This is an optimization exercise on Yosys and OpenROAD, whose aim is a short achievable clock period, not a production implementation. RTL that was checked went through simulation tests only; none was proved equivalent to the original. No activity file was given, so power comes from the tool's default toggle rates.

==> module cap_alu_stage, before the edit <==
module cap_alu_stage (
    input  wire logic                      CLK,
    input  wire logic                      rst_n,
    input  wire logic                      s1_valid,
    input  wire logic [5-1:0]      s1_rd,
    input  wire logic                      s1_wr,
    input  wire logic                      s1_exc,
    input  wire logic [32-1:1]      s1_we,
    input  wire logic                      xs,       
    input  wire logic                      xsn,      
    input  wire logic                      xs1,      
    input  wire logic                      xa_r,     
    input  wire logic [3:0]                xa_g,     
    input  wire logic                      z_ret,    
    input  wire logic                      z_retn,   
    input  wire logic [3:0]                z_ga,     
    input  wire logic [3:0]                z_gb,     
    input  wire logic [3:0]                z_gbn,    
    input  wire logic [32-1:0]       imm_m,    
    input  wire logic                      e0_ci,
    input  wire logic                      e0_one,
    input  wire logic                      e0_tag,
    input  wire logic                      e1_one,
    input  wire logic                      e1_nci,
    input  wire logic                      t_f,      
    input  wire logic                      t_r,      
    input  wire logic [3:0]                t_g,      
    input  wire logic                      tag_keep,
    input  wire logic [4*(32+1)-1:0] ga,
    input  wire logic [4*32-1:0]     gb,
    output logic                           s2_valid,
    output logic [5-1:0]           s2_rd,
    output logic                           s2_wr,
    output logic [32-1:1]           wr_en,
    output pipe_types_pkg::cap_t           wr_data,
    output logic                           retire_valid,
    output pipe_types_pkg::retire_t        retire
);
    localparam int W     = 32;
    localparam int CAP_W = 32 + 1;
    logic [W-1:0] s2_s;
    logic [W-1:0] s2_c;
    logic         s2_ci;
    logic         s2_tag;
    logic         s2_exc;
    logic [W-1:0] ret;
    logic         ret_tag;
    logic [W-1:0] ret_qn;       
    logic         ret_tag_qn;
    logic [W-1:0] x, y, z, m, sum_s, sum_c;
    logic         tag_a, e0, e1;
    logic [W-1:0] n_hp, n_g, n_p;
    logic [W-1:0] s2_hp, s2_g, s2_p;    
    always_comb begin
        x = ({W{xs}} & s2_s) | ({W{xsn}} & ~s2_s) | ({W{xs1}} & {s2_s[W-2:0], 1'b0})
          | ({W{xa_r}} & ret);
        y = ({W{xs}} & s2_c) | ({W{xsn}} & ~s2_c) | ({W{xs1}} & {s2_c[W-2:0], 1'b0});
        z = imm_m | ({W{z_ret}} & ret) | ({W{z_retn}} & ~ret) | {{(W-2){1'b0}}, xs1 & s2_ci, 1'b0};
        tag_a = (t_f & s2_tag) | (t_r & ret_tag);
        for (int j = 0; j < 4; j++) begin
            x = x | ({W{xa_g[j]}} & ga[j*CAP_W +: W]);
            z = z | ({W{z_ga[j]}} & ga[j*CAP_W +: W])
                  | ({W{z_gb[j]}} & gb[j*W +: W])
                  | ({W{z_gbn[j]}} & ~gb[j*W +: W]);
            tag_a = tag_a | (t_g[j] & ga[j*CAP_W + W]);
        end
        sum_s = x ^ y ^ z;
        m     = (x & y) | (x & z) | (y & z);
        e0    = (e0_ci & s2_ci) | e0_one | (e0_tag & tag_a);
        e1    = e1_one | (e1_nci & ~s2_ci);
        sum_c = {m[W-2:0], e0};
        n_hp = sum_s ^ sum_c;
        n_g  = sum_s & sum_c;
        n_p  = n_hp;
        n_g[0] = n_g[0] | (n_hp[0] & e1);
        for (int d = 1; d < 4; d = d * 2) begin
            for (int i = W - 1; i >= d; i--) begin
                n_g[i] = n_g[i] | (n_p[i] & n_g[i-d]);
                n_p[i] = n_p[i] & n_p[i-d];
            end
        end
    end
    always_ff @(posedge CLK or negedge rst_n) begin
        if (!rst_n) begin
            s2_valid     <= 1'b0;
            wr_en        <= '0;
            retire_valid <= 1'b0;
        end else begin
            s2_valid     <= s1_valid;
            wr_en        <= s1_valid ? s1_we : '0;
            retire_valid <= s2_valid;
        end
    end
    assign ret     = ~ret_qn;
    assign ret_tag = ~ret_tag_qn;
    always_ff @(posedge CLK) begin
        s2_rd  <= s1_rd;
        s2_wr  <= s1_wr;
        s2_exc <= s1_exc;
        s2_s   <= sum_s;
        s2_c   <= sum_c;
        s2_ci  <= e1;
        s2_hp  <= n_hp;
        s2_g   <= n_g;
        s2_p   <= n_p;
        s2_tag <= tag_keep & tag_a;
    end
    logic [W-1:0] kg, kp, carry;
    always_comb begin
        kg = s2_g;
        kp = s2_p;
        for (int d = 4; d < W; d = d * 2) begin
            for (int i = W - 1; i >= d; i--) begin
                kg[i] = kg[i] | (kp[i] & kg[i-d]);
                kp[i] = kp[i] & kp[i-d];
            end
        end
        carry = {kg[W-2:0], s2_ci};
    end
    assign wr_data.tag  = s2_tag;
    assign wr_data.addr = s2_hp ^ carry;
    always_ff @(posedge CLK) begin
        retire.rd    <= s2_rd;
        retire.value <= wr_data;
        retire.exc   <= s2_exc;
        ret_qn       <= ~wr_data.addr;    
        ret_tag_qn   <= ~wr_data.tag;
    end
endmodule
clock: 6.0 ns
lec_check: 0
abc_clock_period_in_ps: 2000
cap_margin: 20
core_margin: 2
core_utilization: 40
setup_slack_margin: 3.5
slew_margin: 20
tns_end_percent: 100
run.sh (not shown) runs the stock make flow with config.mk's settings and CLKGATE_MAP_FILE= SYNTH_SCRIPT=/design/flow/synth_recipe.tcl, a recipe that flattens the netlist after the stock synthesis.
The starting point produced a clean layout.
Then changed:
--- a/flow/design.v
+++ b/flow/design.v
@@ -142,19 +142,15 @@
     logic         s2_tag;
     logic         s2_exc;
     logic [W-1:0] ret;
-    logic         ret_tag;
-    logic [W-1:0] ret_qn;       
-    logic         ret_tag_qn;
+    assign ret = retire.value.addr;
     logic [W-1:0] x, y, z, m, sum_s, sum_c;
     logic         tag_a, e0, e1;
-    logic [W-1:0] n_hp, n_g, n_p;
-    logic [W-1:0] s2_hp, s2_g, s2_p;    
     always_comb begin
         x = ({W{xs}} & s2_s) | ({W{xsn}} & ~s2_s) | ({W{xs1}} & {s2_s[W-2:0], 1'b0})
           | ({W{xa_r}} & ret);
         y = ({W{xs}} & s2_c) | ({W{xsn}} & ~s2_c) | ({W{xs1}} & {s2_c[W-2:0], 1'b0});
         z = imm_m | ({W{z_ret}} & ret) | ({W{z_retn}} & ~ret) | {{(W-2){1'b0}}, xs1 & s2_ci, 1'b0};
-        tag_a = (t_f & s2_tag) | (t_r & ret_tag);
+        tag_a = (t_f & s2_tag) | (t_r & retire.value.tag);
         for (int j = 0; j < 4; j++) begin
             x = x | ({W{xa_g[j]}} & ga[j*CAP_W +: W]);
             z = z | ({W{z_ga[j]}} & ga[j*CAP_W +: W])
@@ -167,16 +163,6 @@
         e0    = (e0_ci & s2_ci) | e0_one | (e0_tag & tag_a);
         e1    = e1_one | (e1_nci & ~s2_ci);
         sum_c = {m[W-2:0], e0};
-        n_hp = sum_s ^ sum_c;
-        n_g  = sum_s & sum_c;
-        n_p  = n_hp;
-        n_g[0] = n_g[0] | (n_hp[0] & e1);
-        for (int d = 1; d < 4; d = d * 2) begin
-            for (int i = W - 1; i >= d; i--) begin
-                n_g[i] = n_g[i] | (n_p[i] & n_g[i-d]);
-                n_p[i] = n_p[i] & n_p[i-d];
-            end
-        end
     end
     always_ff @(posedge CLK or negedge rst_n) begin
         if (!rst_n) begin
@@ -189,8 +175,6 @@
             retire_valid <= s2_valid;
         end
     end
-    assign ret     = ~ret_qn;
-    assign ret_tag = ~ret_tag_qn;
     always_ff @(posedge CLK) begin
         s2_rd  <= s1_rd;
         s2_wr  <= s1_wr;
@@ -198,31 +182,14 @@
         s2_s   <= sum_s;
         s2_c   <= sum_c;
         s2_ci  <= e1;
-        s2_hp  <= n_hp;
-        s2_g   <= n_g;
-        s2_p   <= n_p;
         s2_tag <= tag_keep & tag_a;
     end
-    logic [W-1:0] kg, kp, carry;
-    always_comb begin
-        kg = s2_g;
-        kp = s2_p;
-        for (int d = 4; d < W; d = d * 2) begin
-            for (int i = W - 1; i >= d; i--) begin
-                kg[i] = kg[i] | (kp[i] & kg[i-d]);
-                kp[i] = kp[i] & kp[i-d];
-            end
-        end
-        carry = {kg[W-2:0], s2_ci};
-    end
     assign wr_data.tag  = s2_tag;
-    assign wr_data.addr = s2_hp ^ carry;
+    assign wr_data.addr = s2_s + s2_c + {{(W-1){1'b0}}, s2_ci};
     always_ff @(posedge CLK) begin
         retire.rd    <= s2_rd;
         retire.value <= wr_data;
         retire.exc   <= s2_exc;
-        ret_qn       <= ~wr_data.addr;    
-        ret_tag_qn   <= ~wr_data.tag;
     end
 endmodule
 `default_nettype wire
What happened: The changed run finished with timing, DRC and antenna clean; wire length stays flat; combinational power shrinks by about 2%; critical path depth grows by 4; synthesized cell count shrinks by 15%; count of clock-buffer cells in the layout shrinks by 33; design area hardly moves; non-clock buffer count grows by 143; power shrinks by 7.0%; worst setup slack degrades by 0.37 ns; cell count shrinks by 11%; worst hold slack barely changes.
No functional check of the RTL was part of the second run of this note.


Another version of the RTL of cap_pipe_top (not shown whole).
For scale: ~4,900 cells after synthesis, about 1,700 flip-flops, about 75 I/O pins.
export LEC_CHECK = 0
export CAP_MARGIN = 20
export CORE_MARGIN = 2
export CORE_UTILIZATION = 50
export SETUP_SLACK_MARGIN = 3.5
export SLEW_MARGIN = 20
export TNS_END_PERCENT = 100
create_clock -name core_clock -period 6.0 [get_ports {CLK}]
Then changed:
--- a/flow/design.v
+++ b/flow/design.v
@@ -74,59 +74,48 @@
     input  wire logic [5-1:0]          rs2,
     output logic [4*(32+1)-1:0]          ga,     
     output logic [4*32-1:0]              gb      
 );
     localparam int CAP_W = 32 + 1;
     logic [32*CAP_W-1:0] regs;
     logic [32-1:1]       written;
     logic [32*CAP_W-1:0] eff;     
     assign regs[0 +: CAP_W] = CAP_NULL;
     assign eff[0 +: CAP_W]  = CAP_NULL;
-    for (genvar i = 1; i < 32; i++) begin : g_eff0
-        assign eff[i*CAP_W +: 32] = '0;    
-    end
     for (genvar i = 1; i < 32; i++) begin : g_reg
         always_ff @(posedge CLK or negedge rst_n) begin
             if (!rst_n) begin
                 written[i] <= 1'b0;
             end else if (wr_en[i]) begin
                 written[i] <= 1'b1;
             end
         end
         always_ff @(posedge CLK) begin
             if (wr_en[i]) begin
                 regs[i*CAP_W +: CAP_W] <= wr_data;
             end
         end
+        assign eff[i*CAP_W +: 32] = regs[i*CAP_W +: 32] & {32{written[i]}};
         assign eff[i*CAP_W + 32]  = regs[i*CAP_W + 32] | ~written[i];
     end
-    logic [7:0]           oh1, oh2;
-    logic [32-1:0] sel1, sel2;    
+    logic [7:0] oh1, oh2;
     assign oh1 = 8'b1 << rs1[2:0];
     assign oh2 = 8'b1 << rs2[2:0];
-    assign sel1[0] = 1'b0;
-    assign sel2[0] = 1'b0;
-    for (genvar i = 1; i < 32; i++) begin : g_sel
-        assign sel1[i] = oh1[i % 8] & written[i];
-        assign sel2[i] = oh2[i % 8] & written[i];
-    end
     always_comb begin
         ga = '0;
         gb = '0;
         for (int j = 0; j < 4; j++) begin
             for (int k = 0; k < 8; k++) begin
-                ga[j*CAP_W +: 32]    = ga[j*CAP_W +: 32]
-                                           | ({32{sel1[j*8+k]}} & regs[(j*8+k)*CAP_W +: 32]);
-                ga[j*CAP_W + 32]     = ga[j*CAP_W + 32]
-                                           | (oh1[k] & eff[(j*8+k)*CAP_W + 32]);
+                ga[j*CAP_W +: CAP_W]       = ga[j*CAP_W +: CAP_W]
+                                           | ({CAP_W{oh1[k]}} & eff[(j*8+k)*CAP_W +: CAP_W]);
                 gb[j*32 +: 32] = gb[j*32 +: 32]
-                                           | ({32{sel2[j*8+k]}} & regs[(j*8+k)*CAP_W +: 32]);
+                                           | ({32{oh2[k]}} & eff[(j*8+k)*CAP_W +: 32]);
             end
         end
     end
 endmodule
 `default_nettype wire
 `timescale 1ns/100ps
 `default_nettype none
 import pipe_types_pkg::*;
 module cap_alu_stage #(
     parameter int HA1 = 1,   
@@ -180,46 +169,43 @@
     logic         s2_exc;
     logic [W-1:0] s2_hp, s2_g, s2_p;
     logic [W-1:0] ret_qn, wb_qn;
     logic         ret_tag_qn, wb_tag_qn;
     logic [W-1:0] ret, wb;
     logic         ret_tag, wb_tag;
     assign ret     = ~ret_qn;
     assign ret_tag = ~ret_tag_qn;
     assign wb      = ~wb_qn;
     assign wb_tag  = ~wb_tag_qn;
-    logic [W-1:0] x, y, y2, z, m, sum_s, sum_s2, sum_c;
+    logic [W-1:0] x, y, z, m, sum_s, sum_c;
     logic         tag_a, e0;
     logic [W-1:0] n_hp, n_g, n_p;
     always_comb begin
         x = ({W{xs}} & s2_s) | ({W{xs1}} & {s2_s[W-2:0], 1'b0})
           | ({W{xa_r}} & ret) | ({W{xa_w}} & wb);
         y = ({W{xs | zs}} & s2_c) | ({W{zsn}} & ~s2_c) | ({W{xs1}} & {s2_c[W-2:0], 1'b0}) | {W{y1}};
         z = imm_m | ({W{zs}} & s2_s) | ({W{zsn}} & ~s2_s) | ({W{z_ret}} & ret) | ({W{z_retn}} & ~ret) | ({W{z_wb}} & wb) | ({W{z_wbn}} & ~wb);
         tag_a = (t_f & s2_tag) | (t_r & ret_tag) | (t_w & wb_tag);
         for (int j = 0; j < 4; j++) begin
             x = x | ({W{xa_g[j]}} & ga[j*CAP_W +: W]);
             z = z | ({W{z_gb[j]}} & gb[j*W +: W])
                   | ({W{z_gbn[j]}} & ~gb[j*W +: W]);
             tag_a = tag_a | (t_g[j] & ga[j*CAP_W + W]);
         end
-        y2     = (({W{y1}} | ({W{zsn}} & ~s2_c)) | ({W{xs1}} & {s2_c[W-2:0], 1'b0}))
-               | ({W{xs | zs}} & s2_c);
-        sum_s  = x ^ (y ^ z);
-        sum_s2 = (x ^ y) ^ z;
-        m      = (x & y2) | (x & z) | (y2 & z);
+        sum_s = x ^ y ^ z;
+        m     = (x & y) | (x & z) | (y & z);
         e0    = e0_one | (e0_tag & tag_a);
         sum_c = {m[W-2:0], e0};
         n_hp = sum_s ^ sum_c;
-        n_g  = sum_s2 & sum_c;
+        n_g  = sum_s & sum_c;
         n_p  = n_hp;
-        n_g[0] = sum_s2[0] | sum_c[0];    
+        n_g[0] = sum_s[0] | sum_c[0];    
         for (int d = 1; d < (1 << PRE); d = d * 2) begin
             for (int i = W - 1; i >= d; i--) begin
                 n_g[i] = n_g[i] | (n_p[i] & n_g[i-d]);
                 n_p[i] = n_p[i] & n_p[i-d];
             end
         end
     end
     logic [32-1:1] s2_we;
     always_ff @(posedge CLK or negedge rst_n) begin
         if (!rst_n) begin
@@ -410,21 +396,21 @@
         t_w      <= a_w;
         t_g      <= {4{a_g}} & grp1;
         tag_keep <= is_inc | is_mov;
         ga       <= ga_n;
         gb       <= gb_n;
     end
     pipe_types_pkg::retire_t retire_s;
     assign retire = retire_s;
     cap_alu_stage #(
         .HA1 (1),
-        .PRE (1)
+        .PRE (0)
     ) alu_i (
         .CLK          (CLK),
         .rst_n        (rst_n),
         .s1_valid     (s1_valid),
         .s1_rd        (s1_rd),
         .s1_wr        (s1_wr),
         .s1_exc       (s1_exc),
         .s1_we        (s1_we),
         .xs           (xs),
         .zs           (zs),
Result: The new run produced a clean layout; total power stays flat; global-route usage climbs by 5.4 points; utilization climbs by 0.70 points; synthesized cell count climbs by about 19%; die area climbs by 2.1%.
For the second run of this note, only the layout was checked, not whether the RTL still works.

==> port drivers added, routing unchanged <==
Ports are ideal in the flow. The routed layouts listed here were re-timed in OpenROAD. Step 1: set_driving_cell puts a clkbuf_16 on CLK and a buf_2 on each other input, an assumption about the parent block. Step 2 moves the port delays by t, midway between the first and last clock arrival at a register: inputs arrive t later, outputs are due t later. That takes back most of the time a late clock gives input paths. Three values: ideal ports, drivers, drivers and shift; two values: the first two.
run | shift t [ns] | slack for setup (ns) | hold WS [ns] | worst setup path after step 2
the first run of note 1 | 0.919 | 3.272 / 3.272 / 2.647 | 0.327 / 0.327 / 0.327 | input to register
the second run of note 1 | 0.905 | 2.906 / 2.906 / 2.589 | 0.329 / 0.329 / 0.329 | input to register
the first run of note 2 | 0.887 | 3.339 / 3.259 / 2.645 | 0.340 / 0.340 / 0.340 | input to register
the second run of note 2 | 0.887 | 3.352 / 3.396 / 2.509 | 0.339 / 0.339 / 0.339 | input to register
After both steps every run listed still meets setup and hold. The setup slack of the second run of note 2, which loses most, moves by +0.044 ns with the drivers and by -0.843 ns with both steps.
